Source: an optimization exercise on an open RTL-to-GDS flow (aim: a short achievable clock period and few clock cycles). Production flows keep margins and buffers that such runs may drop.
At most, simulation tests tie the RTL to the original design; equivalence was not proved.
Power is estimated from default activity; no workload was simulated.

Design mips_core, start of the top module:
module mips_core (
	input  logic        clk,
	input  logic        rst,
	output logic [31:0] pc,
	input  logic [31:0] instr,
	output logic        memwrite,
	output logic [31:0] memaddr,
	output logic [31:0] memwritedata,
	input  logic [31:0] memreaddata
);
clock: 9.0 ns
lec_check: 0
cap_margin: 20
core_margin: 2
core_utilization: 60
slew_margin: 20
synth_hierarchical: 1
synth_minimum_keep_size: 0
standard.sh (not shown) runs the stock make flow with config.mk's settings and CLKGATE_MAP_FILE= SYNTH_SCRIPT=/design/flow/synth_recipe.tcl, a recipe that flattens the netlist after the stock synthesis.
==> flow/flow/run.sh <==
#!/bin/bash
set -euo pipefail
bash standard.sh SETUP_SLACK_MARGIN=6 TNS_END_PERCENT=100 finish > standard.log 2>&1
==> next run, changes <==
--- a/flow/design.v
+++ b/flow/design.v
@@ -253,19 +253,19 @@
 	logic [31:0] f_jtarget;
 	logic [21:0] pc_hi_inc;
 	logic [21:0] pc_hi_dec;
 	logic        f_use_bt;
 	logic [31:0] f_other;
 	logic [31:0] f_next;
 	assign f_op = instr[31:26];
 	assign f_j  = f_op == 6'b000010;
 	assign f_br = f_op[5:1] == 5'b00010;
-	assign f_bpred = (instr[25:21] == instr[20:16]) ? !f_op[0] : (instr[15] || f_op[0]);
+	assign f_bpred = instr[15] || f_op[0];
 	ks_add #(.W(30)) f_inc (
 		.a    (pc[31:2]),
 		.b    (30'd0),
 		.cin  (1'b1),
 		.s    (pc4[31:2]),
 		.cout ()
 	);
 	assign pc4[1:0] = pc[1:0];
 	ks_add #(.W(8)) f_add (
- The new run completed without violations
- die area hardly moves
- total power rises by 4.9%
- synthesized area stays flat
- clock-buffer cell count falls by 1
- non-clock buffer count falls by 88
- via count falls by 0.72%
- setup slack gets worse by 0.029 ns
- utilization falls by 1.1 points
- critical path depth rises by 3
- global-route usage falls by 2.1 points
No run of this note included a check of the RTL's function; only the layout flow was run.


## run 1
Another version of the RTL of mips_core (not shown whole).
Size in the first run: about 5900 cells after synthesis, about 160 I/O pins, roughly 73000 um2 of cells after synthesis.
==> flow/design.v (excerpt) <==
module mips_core (
	input  logic        clk,
	input  logic        rst,
	output logic [31:0] pc,
	input  logic [31:0] instr,
	output logic        memwrite,
	output logic [31:0] memaddr,
	output logic [31:0] memwritedata,
	input  logic [31:0] memreaddata
);
clock: 9.0 ns
lec_check: 0
cap_margin: 20
core_margin: 2
core_utilization: 60
slew_margin: 20
synth_hierarchical: 1
synth_minimum_keep_size: 0
Scripts as last shown in full above: flow/flow/run.sh
Testbench counts of run 1, summed over its fixed seeds: cycles 26,129.
Edits applied to the flow inputs when going from run 1 to run 2:
-- flow/design.v --
<<< run 1, line 244
	logic        ex_nk;         
	logic        ex_pred;
	logic [31:0] ex_pc;         
	logic        ex_hi_mis;     
	logic [31:0] ex_pc4;        
>>> run 2, line 244
	logic        ex_nk;         
	logic        ex_pred;
	logic        ex_bne;
	logic        ex_hi_mis;     
	logic [31:0] ex_pc4;        
<<< run 1, line 300
		.cout ()
	);
	logic f_nopred;
	always_ff @(posedge clk) begin
		if (rst)
			f_nopred <= 1'b0;
		else if (!stall)
			f_nopred <= mispredict && ex_hi_mis;
	end
	assign f_take    = f_bpred && !f_nopred;
	assign f_jtarget = {pc4[31:28], instr[25:0], 2'b00};
	assign f_other  = stall ? pc : f_j ? f_jtarget : pc4;
	assign f_use_bt = !stall && !f_j && f_br && f_take;
	assign f_next   = {f_other[31:10], f_use_bt ? f_lo : f_other[9:2], pc[1:0]};
	logic [31:0] pc_d;
>>> run 2, line 300
		.cout ()
	);
	assign f_take    = f_bpred;
	assign f_jtarget = {pc4[31:28], instr[25:0], 2'b00};
	assign f_other  = f_j ? f_jtarget : pc4;
	assign f_use_bt = !f_j && f_br && f_take;
	assign f_next   = {f_other[31:10], f_use_bt ? f_lo : f_other[9:2], pc[1:0]};
	logic [31:0] pc_d;
<<< run 1, line 328
		if (rst)
			pc <= 32'd0;
		else
			pc <= pc_d;
	end
>>> run 2, line 321
		if (rst)
			pc <= 32'd0;
		else if (!stall)
			pc <= pc_d;
	end
<<< run 1, line 448
	always_ff @(posedge clk) begin
		ex_nk     <= d_op[0] ^ f_take;
		ex_hi_mis <= f_take && !d_hi_same;
		ex_pred   <= f_take;
		ex_pc4    <= pc4;
		ex_pc     <= pc;
		ex_off    <= instr[15:0];
		ex_sub    <= d_sub;
>>> run 2, line 441
	always_ff @(posedge clk) begin
		ex_nk     <= d_op[0] ^ f_take;
		ex_bne    <= d_op[0];
		ex_hi_mis <= f_take && !d_hi_same;
		ex_pred   <= f_take;
		ex_pc4    <= pc4;
		ex_off    <= instr[15:0];
		ex_sub    <= d_sub;
<<< run 1, line 472
	logic        x_cout, x_slt;
	logic [31:0] x_res_n;
	mux2v #(.W(32)) x_amux (
		.s (ex_sa_mem),
>>> run 2, line 465
	logic        x_cout, x_slt;
	logic [31:0] x_res_n;
	logic        x_eq;
	mux2v #(.W(32)) x_amux (
		.s (ex_sa_mem),
<<< run 1, line 522
	);
	assign x_btarget[1:0] = ex_pc4[1:0];
	assign x_alt = ex_hi_mis ? ex_pc : ex_pred ? ex_pc4 : x_btarget;
	logic x_eq_rr, x_eq_mr, x_eq_rm;
	eq_cmp #(.W(32)) x_cmp_rr (
>>> run 2, line 516
	);
	assign x_btarget[1:0] = ex_pc4[1:0];
	logic x_taken;
	assign x_taken = x_eq ^ ex_bne;
	assign x_alt   = (ex_pred && !(ex_hi_mis && x_taken)) ? ex_pc4 : x_btarget;
	logic x_eq_rr, x_eq_mr, x_eq_rm;
	eq_cmp #(.W(32)) x_cmp_rr (
<<< run 1, line 539
		.eq (x_eq_rm)
	);
	logic mispredict_hi;
	mp_sel x_mp_lo (
>>> run 2, line 535
		.eq (x_eq_rm)
	);
	assign x_eq = ex_sa_mem ? (ex_ss_mem || x_eq_mr) : (ex_ss_mem ? x_eq_rm : x_eq_rr);
	logic mispredict_hi;
	mp_sel x_mp_lo (
Results
From run 1 to run 2 the numbers moved as follows: area taken by flip-flops and latches has decreased, number of cells in the design after placement decreased about 1.3%, minimum period implied by the final worst setup slack rose by 0.032 ns, final hold slack now larger. Between run 2 and run 1, it is run 2 whose cell area is lower, by 970 um2. Relative to run 1, global routing met1 resource utilization has gone up in run 2. Summary of the comparison: fmax is lower in run 2, relative to run 1. In the flow results for run 2 and run 1, the count of clock-buffer cells in the layout is larger on run 1. Going from run 1 to run 2, the number of cells on the critical path was found to have gone down by 1. In the final design statistics, run 2 uses fewer standard cells in total than run 1. Final critical-path share of the clock period, run 2 and run 1: lower on run 1. Between run 1 and run 2, wire length increased. Side by side, utilization turned out lower in run 2 than in run 1. Fill cell instance count of the final layout: run 2 > run 1.
Function not checked in run 2: the RTL went through the layout flow alone.


Another version of the RTL of mips_core (not shown whole).
For scale: about 5200 cells after synthesis, about 160 I/O pins.
==> flow/config.mk <==
export PLATFORM = sky130hd
export DESIGN_NAME = mips_core
export DESIGN_NICKNAME = mips_core
export VERILOG_FILES = /design/flow/design.v
export SDC_FILE = /design/flow/constraint.sdc
export NUM_CORES = 4
export LEC_CHECK = 0
export CAP_MARGIN = 20
export CORE_MARGIN = 2
export CORE_UTILIZATION = 60
export SLEW_MARGIN = 20
export SYNTH_HIERARCHICAL = 1
export SYNTH_MINIMUM_KEEP_SIZE = 0
==> flow/constraint.sdc <==
create_clock -name core_clock -period 9.0 [get_ports {clk}]
set_input_delay 1.8000 -clock core_clock [delete_from_list [all_inputs] [get_ports {clk}]]
set_output_delay 1.8000 -clock core_clock [all_outputs]
set_load 0.01 [all_outputs]
Scripts as last shown in full above: flow/flow/run.sh
Rerun with:
--- a/flow/design.v
+++ b/flow/design.v
@@ -135,23 +135,24 @@
 	logic        ex_store;
 	logic [4:0]  ex_dst;
 	logic        ex_sub;        
 	logic        ex_op_and;
 	logic        ex_op_or;
 	logic        ex_op_slt;
 	logic        ex_op_add;     
 	logic [31:0] ex_a;          
 	logic [31:0] ex_b;          
 	logic [31:0] ex_bn;         
-	logic        ex_sb_mp, ex_sb_mn, ex_sb_rp, ex_sb_rn;
+	logic [31:0] ex_imm;
+	logic        ex_alusrc;
 	logic [31:0] ex_sd;         
-	logic        ex_sa_mem, ex_ss_mem;   
+	logic        ex_sa_mem, ex_sb_mem, ex_ss_mem;   
 	logic        ex_kill;       
 	logic [31:0] mem_res;
 	logic [31:0] mem_res_n;     
 	logic [31:0] mem_sd;
 	logic        mem_store;
 	logic        mem_load;
 	logic [4:0]  mem_dst;
 	logic [31:0] wb_val;
 	logic [4:0]  wb_dst;
 	logic        stall;
@@ -200,31 +201,38 @@
 	ks_add #(.W(22)) f_dec (
 		.a    (pc[31:10]),
 		.b    (22'h3fffff),
 		.cin  (1'b0),
 		.s    (pc_hi_dec),
 		.cout ()
 	);
 	assign f_short = (instr[15:7] == 9'h000) || (instr[15:7] == 9'h1ff);
 	assign f_take  = f_bpred && f_short;
 	assign f_jtarget = {pc4[31:28], instr[25:0], 2'b00};
-	assign f_other  = f_j ? f_jtarget : pc4;
-	assign f_use_bt = !f_j && f_br && f_take;
+	always_comb begin
+		if (stall)
+			f_other = pc;
+		else if (f_j)
+			f_other = f_jtarget;
+		else
+			f_other = pc4;
+	end
+	assign f_use_bt = !stall && !f_j && f_br && f_take;
 	logic [21:0] f_next_hi1, f_next_hi0;
 	assign f_next_hi1 = f_use_bt ? (instr[7] ? pc[31:10] : pc_hi_inc) : f_other[31:10];
 	assign f_next_hi0 = f_use_bt ? (instr[7] ? pc_hi_dec : pc[31:10]) : f_other[31:10];
 	assign f_next     = {f_c ? f_next_hi1 : f_next_hi0,
 	                     f_use_bt ? f_lo : f_other[9:2], pc[1:0]};
 	always_ff @(posedge clk) begin
 		if (rst)
 			pc <= 32'd0;
-		else if (!stall)
+		else
 			pc <= mispredict ? x_alt : f_next;
 	end
 	logic [5:0]  d_op;
 	logic [5:0]  d_fn;
 	logic [4:0]  d_rs, d_rt, d_rd;
 	logic        d_rtype, d_addi, d_load, d_store, d_br;
 	logic        d_fadd, d_fsub, d_fand, d_for, d_fslt;
 	logic [4:0]  d_dst;
 	logic        d_use_rs, d_use_rt;
 	logic [31:0] d_ra, d_rb;
@@ -299,35 +307,35 @@
 		ex_nk     <= d_op[0] ^ f_take;
 		ex_pred   <= f_take;
 		ex_pc4    <= pc4;
 		ex_off    <= instr[15:0];
 		ex_sub    <= d_sub;
 		ex_op_and <= d_fand;
 		ex_op_or  <= d_for;
 		ex_op_slt <= d_fslt;
 		ex_op_add <= !(d_fand || d_for || d_fslt);
 		ex_a      <= d_a;
-		ex_b      <= d_alusrc ? {{16{instr[15]}}, instr[15:0]} : d_b;
+		ex_b      <= d_b;
 		ex_bn     <= ~d_b;
-		ex_sb_mp  <= !d_alusrc && !d_sub && d_fb_mem;
-		ex_sb_mn  <= !d_alusrc && d_sub && d_fb_mem;
-		ex_sb_rp  <= d_alusrc || (!d_sub && !d_fb_mem);
-		ex_sb_rn  <= !d_alusrc && d_sub && !d_fb_mem;
+		ex_imm    <= {{16{instr[15]}}, instr[15:0]};
+		ex_alusrc <= d_alusrc;
 		ex_sd     <= d_b;
 		ex_sa_mem <= d_fa_mem;
+		ex_sb_mem <= !d_alusrc && d_fb_mem;
 		ex_ss_mem <= d_fb_mem;
 	end
-	logic [31:0] x_a, x_b, x_sd, x_sum, x_other, x_res;
+	logic [31:0] x_a, x_b, x_sd, x_sum, x_other, x_res, x_mem_b, x_b_reg;
 	logic        x_cout, x_slt;
+	assign x_mem_b = ex_sub ? mem_res_n : mem_res;
 	assign x_a     = ex_sa_mem ? mem_res : ex_a;
-	assign x_b     = ({32{ex_sb_mp}} & mem_res) | ({32{ex_sb_mn}} & mem_res_n) |
-	                 ({32{ex_sb_rp}} & ex_b) | ({32{ex_sb_rn}} & ex_bn);
+	assign x_b_reg = ex_alusrc ? ex_imm : ex_sub ? ex_bn : ex_b;
+	assign x_b     = ex_sb_mem ? x_mem_b : x_b_reg;
 	assign x_sd    = ex_ss_mem ? mem_res : ex_sd;
 	ks_add #(.W(32)) x_add (
 		.a    (x_a),
 		.b    (x_b),
 		.cin  (ex_sub),
 		.s    (x_sum),
 		.cout (x_cout)
 	);
 	assign x_slt = x_a[31] ^ x_b[31] ^ x_cout;
 	assign x_other = ({32{ex_op_and}} & (x_a & x_b)) | ({32{ex_op_or}} & (x_a | x_b)) |
@@ -336,21 +344,21 @@
 	logic [31:0] x_btarget, x_alt;
 	ks_add #(.W(30)) x_badd (
 		.a    (ex_pc4[31:2]),
 		.b    ({{14{ex_off[15]}}, ex_off}),
 		.cin  (1'b0),
 		.s    (x_btarget[31:2]),
 		.cout ()
 	);
 	assign x_btarget[1:0] = ex_pc4[1:0];
 	assign x_alt          = ex_pred ? ex_pc4 : x_btarget;
-	assign mispredict = ex_br && !ex_kill && ((x_a == x_sd) != ex_nk);
+	assign mispredict = ex_br && !ex_kill && ((x_a == x_b) != ex_nk);
 	always_ff @(posedge clk) begin
 		if (rst) begin
 			mem_store <= 1'b0;
 			mem_load  <= 1'b0;
 			mem_dst   <= 5'd0;
 		end else begin
 			mem_store <= ex_store && !ex_kill;
 			mem_load  <= ex_load && !ex_kill;
 			mem_dst   <= ex_kill ? 5'd0 : ex_dst;
 		end
Cell area decreases by 0.63%.
Total power decreases by 2.0%.
Worst setup slack is worse by 0.028 ns.
Maximum frequency decreases by 0.73%.
Synthesized area decreases by 1.0%.
Combinational power barely changes.
Wire length decreases by 4.9%.
First-iteration DRC count decreases by 6.0%.
Die area decreases by 1.0%.
Sequential cell count decreases by 34.
Worst hold slack is worse by 0.0059 ns.
Sequential share of layout area decreases by 0.51 points.
Critical path depth decreases by 2.
No functional check of the RTL was part of any run of this note.

## static timing again, ports no longer ideal
How much do the figures lean on ideal ports? The routed layouts below were timed once more, with nothing changed but the port constraints. Step 1: set_driving_cell puts a clkbuf_16 on clk and a buf_2 on each other input, an assumption about the parent block. Step 2, shift: input delay + t, output delay - t, t = (earliest + latest rising clock arrival at the registers) / 2. This alone moves slack from input paths to output paths. a / b / c = ideal / step 1 / step 2; a / b = the first two.
run	t, ns	slack for setup (ns)	clock arrival spread, ns
the first run of note 1	0.875	5.347 / 5.262 / 4.387	0.036 / 0.036
the second run of note 1	0.865	5.318 / 5.318 / 4.613	0.034 / 0.033
run 1	0.869	5.735 / 5.679 / 4.810	0.033 / 0.033
run 2	0.869	5.702 / 5.675 / 4.806	0.033 / 0.033
the first run of note 3	0.885	5.259 / 5.259 / 4.451	0.050 / 0.049
the second run of note 3	0.864	5.232 / 5.232 / 4.408	0.041 / 0.040
After both steps every run listed still meets setup and hold. For the first run of note 1, which loses most, drivers alone change the setup slack by -0.085 ns; drivers and shift together by -0.960 ns.
